Background: an optimization exercise with open tools, aiming at small area, a short achievable clock period and few clock cycles per item. Do not read the settings as production practice.
At most, simulation tests tie the RTL to the original design; equivalence was not proved.
No activity file was given, so power comes from the tool's default toggle rates.

## the baseline
// conv_engine_top
module conv_engine_top (
    input  logic                            clk,
    input  logic                            reset,
    input  logic                            loading,
    input  logic [conv_pkg::LAYER_W-1:0]    num_layers,
    input  logic                            w_wr_en,
    input  logic [conv_pkg::CHAN_W-1:0]     w_chan,
    input  logic [conv_pkg::MAP_W-1:0]      w_map,
    input  logic [conv_pkg::WEIGHT_W-1:0]   w_data,
    input  logic                            in_valid,
    output logic                            in_ready,
    input  logic [conv_pkg::ACT_W-1:0]      in_act,
    input  logic [conv_pkg::CHAN_W-1:0]     in_chan,
    input  logic                            in_last,
    output logic                            out_valid,
    input  logic                            out_ready,
    output logic [conv_pkg::ACC_W-1:0]      out_data,
    output logic [conv_pkg::MAP_W-1:0]      out_map,
    output logic [conv_pkg::LAYER_W-1:0]    out_layer,
    output logic                            need_weights,
    output logic                            run_done,
    output logic [conv_pkg::COUNT_W-1:0]    skipped_count
);
For scale: roughly 4100 cells after synthesis, ~100 I/O pins, ~48000 um^2 of cells after synthesis.
==> module relu_drain, before the edit <==
module relu_drain (
    input  logic                                                   clk,
    input  logic                                                   reset,
    input  logic                                                   drain_start,
    input  logic [conv_pkg::NUM_OUT_MAPS-1:0][conv_pkg::ACC_W-1:0] acc_s,
    input  logic [conv_pkg::NUM_OUT_MAPS-1:0][conv_pkg::ACC_W-1:0] acc_c,
    output logic                                                   out_valid,
    input  logic                                                   out_ready,
    output logic [conv_pkg::ACC_W-1:0]                             out_data,
    output logic [conv_pkg::MAP_W-1:0]                             out_map,
    output logic                                                   drain_done
);
    logic                         xfer;
    logic                         last_map;
    logic                         load;
    logic [conv_pkg::NUM_OUT_MAPS-1:0] rd_sel;
    logic [conv_pkg::ACC_W-1:0]        sel_s;
    logic [conv_pkg::ACC_W-1:0]        sel_c;
    logic [conv_pkg::ACC_W-1:0]        res;
    assign xfer       = out_valid && out_ready;
    assign last_map   = (out_map == conv_pkg::MAP_W'(conv_pkg::NUM_OUT_MAPS - 1));
    assign drain_done = xfer && last_map;
    assign load       = drain_start || (xfer && !last_map);
    always_comb begin
        sel_s = '0;
        sel_c = '0;
        for (int m = 0; m < conv_pkg::NUM_OUT_MAPS; m++) begin
            sel_s = sel_s | ({conv_pkg::ACC_W{rd_sel[m]}} & acc_s[m]);
            sel_c = sel_c | ({conv_pkg::ACC_W{rd_sel[m]}} & acc_c[m]);
        end
    end
    assign res = sel_s + sel_c;
    always_ff @(posedge clk) begin
        if (reset) begin
            out_valid <= 1'b0;
            out_map   <= '0;
            rd_sel    <= conv_pkg::NUM_OUT_MAPS'(1);
        end else begin
            if (drain_start) begin
                out_valid <= 1'b1;
                out_map   <= '0;
            end else if (xfer) begin
                if (last_map) out_valid <= 1'b0;
                else out_map <= out_map + 1'b1;
            end
            if (load) rd_sel <= {rd_sel[conv_pkg::NUM_OUT_MAPS-2:0], rd_sel[conv_pkg::NUM_OUT_MAPS-1]};
        end
    end
    always_ff @(posedge clk) begin
        if (load) out_data <= res[conv_pkg::ACC_W-1] ? '0 : res;
    end
endmodule
==> flow/config.mk <==
export PLATFORM = sky130hd
export DESIGN_NAME = conv_engine_top
export DESIGN_NICKNAME = conv_engine_top
export VERILOG_FILES = /design/flow/design.v
export SDC_FILE = /design/flow/constraint.sdc
export NUM_CORES = 4
export LEC_CHECK = 0
export ABC_AREA = 0
export CAP_MARGIN = 20
export CORE_MARGIN = 2
export CORE_UTILIZATION = 40
export CTS_BUF_LIST = sky130_fd_sc_hd__clkbuf_4 sky130_fd_sc_hd__clkbuf_8
export CTS_CLUSTER_SIZE = 30
export SLEW_MARGIN = 20
export TNS_END_PERCENT = 0
==> flow/constraint.sdc <==
create_clock -name core_clock -period 10.0 [get_ports {clk}]
set_input_delay 2.0000 -clock core_clock [delete_from_list [all_inputs] [get_ports {clk}]]
set_output_delay 2.0000 -clock core_clock [all_outputs]
set_load 0.01 [all_outputs]
standard.sh (not shown) runs the stock make flow with config.mk's settings and CLKGATE_MAP_FILE= SYNTH_SCRIPT=/design/flow/synth_recipe.tcl, a recipe that flattens the netlist after the stock synthesis.
==> flow/flow/run.sh <==
#!/bin/bash
set -euo pipefail
bash standard.sh SETUP_SLACK_MARGIN=7 "BUFFER_PORTS_ARGS=-buffer_cell sky130_fd_sc_hd__buf_2" finish > standard_flow.log 2>&1
The baseline was carried through to the last stage, and its layout satisfied the timing, design-rule and antenna checks.
Testbench counts of the baseline, summed over its fixed seeds: cycles 11,078, items 6,015.
Input-level comparison between the candidate and the baseline:
--- a/flow/design.v
+++ b/flow/design.v
@@ -372,6 +372,7 @@
     logic                         last_map;
     logic                         load;
     logic [conv_pkg::NUM_OUT_MAPS-1:0] rd_sel;
+    logic [conv_pkg::NUM_OUT_MAPS-1:0] rd_sel_n;
     logic [conv_pkg::ACC_W-1:0]        sel_s;
     logic [conv_pkg::ACC_W-1:0]        sel_c;
     logic [conv_pkg::ACC_W-1:0]        res;
@@ -384,7 +385,7 @@
         sel_c = '0;
         for (int m = 0; m < conv_pkg::NUM_OUT_MAPS; m++) begin
             sel_s = sel_s | ({conv_pkg::ACC_W{rd_sel[m]}} & acc_s[m]);
-            sel_c = sel_c | ({conv_pkg::ACC_W{rd_sel[m]}} & acc_c[m]);
+            sel_c = sel_c | ({conv_pkg::ACC_W{!rd_sel_n[m]}} & acc_c[m]);
         end
     end
     assign res = sel_s + sel_c;
@@ -393,6 +394,7 @@
             out_valid <= 1'b0;
             out_map   <= '0;
             rd_sel    <= conv_pkg::NUM_OUT_MAPS'(1);
+            rd_sel_n  <= ~conv_pkg::NUM_OUT_MAPS'(1);
         end else begin
             if (drain_start) begin
                 out_valid <= 1'b1;
@@ -401,7 +403,10 @@
                 if (last_map) out_valid <= 1'b0;
                 else out_map <= out_map + 1'b1;
             end
-            if (load) rd_sel <= {rd_sel[conv_pkg::NUM_OUT_MAPS-2:0], rd_sel[conv_pkg::NUM_OUT_MAPS-1]};
+            if (load) begin
+                rd_sel   <= {rd_sel[conv_pkg::NUM_OUT_MAPS-2:0], rd_sel[conv_pkg::NUM_OUT_MAPS-1]};
+                rd_sel_n <= {rd_sel_n[conv_pkg::NUM_OUT_MAPS-2:0], rd_sel_n[conv_pkg::NUM_OUT_MAPS-1]};
+            end
         end
     end
     always_ff @(posedge clk) begin
Compared with the baseline, the candidate shows total number of vias higher by 288. Taking the baseline as the reference point, the total detailed-routing wirelength of the candidate rises by 5100 um. In the metrics for the candidate and the baseline, the one carrying the lower power per standard cell area is the baseline. Compared to the baseline, the candidate has final design area excluding fillers about 0.8% higher. Of the candidate and the baseline, the run reporting the higher area growth from synthesis to layout was the candidate. The baseline → the candidate: placed instance count rose by about 0.56%; synthesized cell count higher; maximum net fanout on the critical path flat; clock share of power rose by 0.4 points. Reported for the candidate and the baseline, number of synthesized flops with an enable pin turned out identical to the last digit. From the baseline to the candidate the numbers moved as follows: instance area at placement shows an increase of 0.54%, post-synthesis area per instance shows no meaningful change.
No functional check of the RTL was part of the candidate.

separate check: timing with driven ports:
In the flow no input, the clock included, has a driving cell. The finished layouts below were timed again as built, in two steps.
Step 1 assumes that a clkbuf_16 drives the clock port and a buf_2 every other input.
Step 2 also shifts input and output timing later by t, the mid clock arrival at the registers, as if the neighbouring blocks saw the same clock.
a / b / c = ideal / step 1 / step 2; a / b = the first two.
run | t, ns | slack for setup (ns) | pins driven straight from the clock port
the baseline | 0.916 | 6.534 / 6.461 / 6.323 | 1
the candidate | 0.948 | 6.539 / 6.466 / 6.258 | 1
After both steps every run listed still meets setup and hold. For the candidate, which loses most, drivers alone change the setup slack by -0.073 ns; drivers and shift together by -0.281 ns.
